Context: an optimization exercise on an open-source flow, tuned for a short achievable clock period and few clock cycles. The choices shown serve that exercise and are no tape-out recipe. In this exercise RTL edits were held to simulation tests only and were not proved equivalent to the original. No activity file was given, so power comes from the tool's default toggle rates.

Setup of run 1:
==> flow/design.v (excerpt) <==
module processor (
    input  logic         clock,
    input  logic         reset,
    output logic [31:0]  address_imem,
    input  logic [31:0]  q_imem,
    output logic [64:0]  dmem_req,
    input  logic [31:0]  q_dmem,
    output logic [4:0]   read_reg_a,
    output logic [4:0]   read_reg_b,
    input  logic [31:0]  data_read_a,
    input  logic [31:0]  data_read_b,
    output logic [37:0]  reg_write
);
Size in the first run: about 5300 cells after synthesis, ~1200 flip-flops, ~280 I/O pins, ~56000 um^2 of cells after synthesis.
export LEC_CHECK = 0
export ABC_CLOCK_PERIOD_IN_PS = 2500
export CAP_MARGIN = 20
export CORE_MARGIN = 2
export CORE_UTILIZATION = 55
export SETUP_SLACK_MARGIN = 5
export SLEW_MARGIN = 20
create_clock -name core_clock -period 8.5 [get_ports {clock}]
standard.sh (not shown) runs the stock make flow with config.mk's settings and CLKGATE_MAP_FILE= SYNTH_SCRIPT=/design/flow/synth_recipe.tcl, a recipe that flattens the netlist after the stock synthesis.
==> flow/flow/run.sh <==
#!/bin/bash
# Layout flow: the standard ORFS flow (standard.sh: its synthesis
# script, floorplan, power grid, placement, CTS and routing) with these
# changes to how the layout is optimised:
#  - cell sizing may swap cells of a different footprint, so repair can
#    replace slow port buffers and resize freely (MATCH_CELL_FOOTPRINT=0)
#  - ports are buffered with buf_4 instead of the default delay buffer
#  - some slow wide OR / AND-OR cells are added to the don't-use list, so
#    mapping builds carry chains from faster NAND/NOR/AOI gates
#  - setup repair aims for extra slack, to push the achieved period down
# The SDC, clock period, I/O delays, floorplan rules, power grid and tap
# cells are the standard ones. Each step's full output goes to a log here.
set -euo pipefail
EXTRA_DONT_USE="$(tr '\n' ' ' < flow/dont_use_extra.txt)"
make -s -C "$FLOW_HOME" DESIGN_CONFIG="$PWD/config.mk" WORK_HOME="$PWD/orfs" \
    print-DONT_USE_CELLS > dont_use_base.log 2>&1
BASE_DONT_USE="$(sed -n 's/^DONT_USE_CELLS: //p' dont_use_base.log)"
if [[ -z "$BASE_DONT_USE" ]]; then
    echo "could not read the platform's DONT_USE_CELLS" >&2
    exit 1
fi
bash standard.sh \
    MATCH_CELL_FOOTPRINT=0 \
    "BUFFER_PORTS_ARGS=-buffer_cell sky130_fd_sc_hd__buf_4" \
    "DONT_USE_CELLS=$BASE_DONT_USE $EXTRA_DONT_USE" \
    SETUP_SLACK_MARGIN=5.6 \
    finish > standard_flow.log 2>&1
==> flow/flow/dont_use_extra.txt <==
sky130_fd_sc_hd__or4_1
sky130_fd_sc_hd__or4_2
sky130_fd_sc_hd__or4_4
sky130_fd_sc_hd__or4b_1
sky130_fd_sc_hd__or4b_2
sky130_fd_sc_hd__or4b_4
sky130_fd_sc_hd__or4bb_1
sky130_fd_sc_hd__or4bb_2
sky130_fd_sc_hd__or4bb_4
sky130_fd_sc_hd__or3_1
sky130_fd_sc_hd__or3_2
sky130_fd_sc_hd__or3_4
sky130_fd_sc_hd__or3b_1
sky130_fd_sc_hd__or3b_2
sky130_fd_sc_hd__or3b_4
sky130_fd_sc_hd__a2111o_1
sky130_fd_sc_hd__a2111o_2
sky130_fd_sc_hd__a2111o_4
sky130_fd_sc_hd__o2111a_1
sky130_fd_sc_hd__o2111a_2
sky130_fd_sc_hd__o2111a_4
sky130_fd_sc_hd__a311o_1
sky130_fd_sc_hd__a311o_2
sky130_fd_sc_hd__a311o_4
sky130_fd_sc_hd__o311a_1
sky130_fd_sc_hd__o311a_2
sky130_fd_sc_hd__o311a_4
sky130_fd_sc_hd__o41a_1
sky130_fd_sc_hd__o41a_2
sky130_fd_sc_hd__o41a_4
sky130_fd_sc_hd__a41o_1
sky130_fd_sc_hd__a41o_2
sky130_fd_sc_hd__a41o_4
sky130_fd_sc_hd__fa_1
sky130_fd_sc_hd__fa_2
sky130_fd_sc_hd__fa_4
sky130_fd_sc_hd__ha_1
sky130_fd_sc_hd__ha_2
sky130_fd_sc_hd__ha_4
sky130_fd_sc_hd__a2111oi_0
sky130_fd_sc_hd__a2111oi_1
sky130_fd_sc_hd__a2111oi_2
sky130_fd_sc_hd__a2111oi_4
sky130_fd_sc_hd__o2111ai_1
sky130_fd_sc_hd__o2111ai_2
sky130_fd_sc_hd__o2111ai_4
sky130_fd_sc_hd__a221o_1
sky130_fd_sc_hd__a221o_2
sky130_fd_sc_hd__a221o_4
sky130_fd_sc_hd__a211o_1
sky130_fd_sc_hd__a211o_2
sky130_fd_sc_hd__a211o_4
sky130_fd_sc_hd__o221a_1
sky130_fd_sc_hd__o221a_2
sky130_fd_sc_hd__o221a_4
sky130_fd_sc_hd__o211a_1
sky130_fd_sc_hd__o211a_2
sky130_fd_sc_hd__o211a_4
sky130_fd_sc_hd__a31o_1
sky130_fd_sc_hd__a31o_2
sky130_fd_sc_hd__a31o_4
sky130_fd_sc_hd__o31a_1
sky130_fd_sc_hd__o31a_2
sky130_fd_sc_hd__o31a_4
sky130_fd_sc_hd__a32o_1
sky130_fd_sc_hd__a32o_2
sky130_fd_sc_hd__a32o_4
sky130_fd_sc_hd__o32a_1
sky130_fd_sc_hd__o32a_2
sky130_fd_sc_hd__o32a_4
sky130_fd_sc_hd__a2bb2o_1
sky130_fd_sc_hd__a2bb2o_2
sky130_fd_sc_hd__a2bb2o_4
sky130_fd_sc_hd__o2bb2a_1
sky130_fd_sc_hd__o2bb2a_2
sky130_fd_sc_hd__o2bb2a_4
sky130_fd_sc_hd__o41ai_1
sky130_fd_sc_hd__o41ai_2
sky130_fd_sc_hd__o41ai_4
sky130_fd_sc_hd__a41oi_1
sky130_fd_sc_hd__a41oi_2
sky130_fd_sc_hd__a41oi_4
sky130_fd_sc_hd__nor4_1
sky130_fd_sc_hd__nor4_2
sky130_fd_sc_hd__nor4_4
Testbench counts of run 1, summed over its fixed seeds: cycles 181,048.
The inputs of run 2 differ from those of run 1 as listed below.
--- a/flow/flow/dont_use_extra.txt
+++ b/flow/flow/dont_use_extra.txt
@@ -85,0 +86,9 @@
+sky130_fd_sc_hd__maj3_1
+sky130_fd_sc_hd__maj3_2
+sky130_fd_sc_hd__maj3_4
+sky130_fd_sc_hd__xor3_1
+sky130_fd_sc_hd__xor3_2
+sky130_fd_sc_hd__xor3_4
+sky130_fd_sc_hd__xnor3_1
+sky130_fd_sc_hd__xnor3_2
+sky130_fd_sc_hd__xnor3_4
--- a/flow/config.mk
+++ b/flow/config.mk
@@ -11 +11 @@
-export CORE_UTILIZATION = 55
+export CORE_UTILIZATION = 40
Notes after the runs:
Run 2 finished end to end and its layout was clean on timing, DRC and antenna. The count of standard-cell rows number comes out lower for run 1 vs run 2. Min part of the cycle the worst path needs across run 1 and run 2: run 2. [compare] base=run 1 new=run 2: worst-skew pair later-pin latency increased by 40 ps relative to the old numbers, maximum number of pins on one net before global-route repair rose by 27%. For run 2, the timing endpoint of the critical path was pc[4], unlike run 1, where it was pc[21]. Per the comparison of run 2 with run 1, hold slack has increased, transition time at the pin with the least slew margin has decreased. Summary of run 2 over run 1: post-layout total power has increased; highest clock frequency the design can meet went up about 2.4%; global-route usage now smaller; critical path required time now sits higher; total of cells resized after clock tree synthesis has increased.
Setup changes, run 2 to run 3
--- a/flow/flow/dont_use_extra.txt
+++ b/flow/flow/dont_use_extra.txt
@@ -86,9 +85,0 @@
-sky130_fd_sc_hd__maj3_1
-sky130_fd_sc_hd__maj3_2
-sky130_fd_sc_hd__maj3_4
-sky130_fd_sc_hd__xor3_1
-sky130_fd_sc_hd__xor3_2
-sky130_fd_sc_hd__xor3_4
-sky130_fd_sc_hd__xnor3_1
-sky130_fd_sc_hd__xnor3_2
-sky130_fd_sc_hd__xnor3_4
--- outcome ---
Register area: run 3 vs run 2 — no meaningful difference
Taking run 2 as the reference, in run 3 sum of internal, switching and leakage power has decreased, pin count of the biggest net entering global routing increased by 43 relative to the old numbers.

-- static timing again, ports no longer ideal --
How much do the figures lean on ideal ports? The routed layouts below were timed once more, with nothing changed but the port constraints. Step 1 assumes that a clkbuf_16 drives the clock port and a buf_2 every other input. Step 2 moves the port delays by t, midway between the first and last clock arrival at a register: inputs arrive t later, outputs are due t later. That takes back most of the time a late clock gives input paths. a / b / c = ideal / step 1 / step 2; a / b = the first two.
| run | t, ns | setup slack, ns | worst setup path after step 2 | worst register clock-pin slew, ns |
|---|---|---|---|---|
| run 1 | 0.799 | 5.107 / 5.107 / 4.423 | input to register | 0.07 / 0.07 |
| run 2 | 0.851 | 5.188 / 5.213 / 4.362 | input to register | 0.07 / 0.07 |
| run 3 | 0.836 | 5.170 / 5.170 / 4.388 | input to register | 0.08 / 0.08 |
After both steps setup and hold are still met in every run listed. For run 2, which loses most, drivers alone change the setup slack by +0.025 ns; drivers and shift together by -0.826 ns.
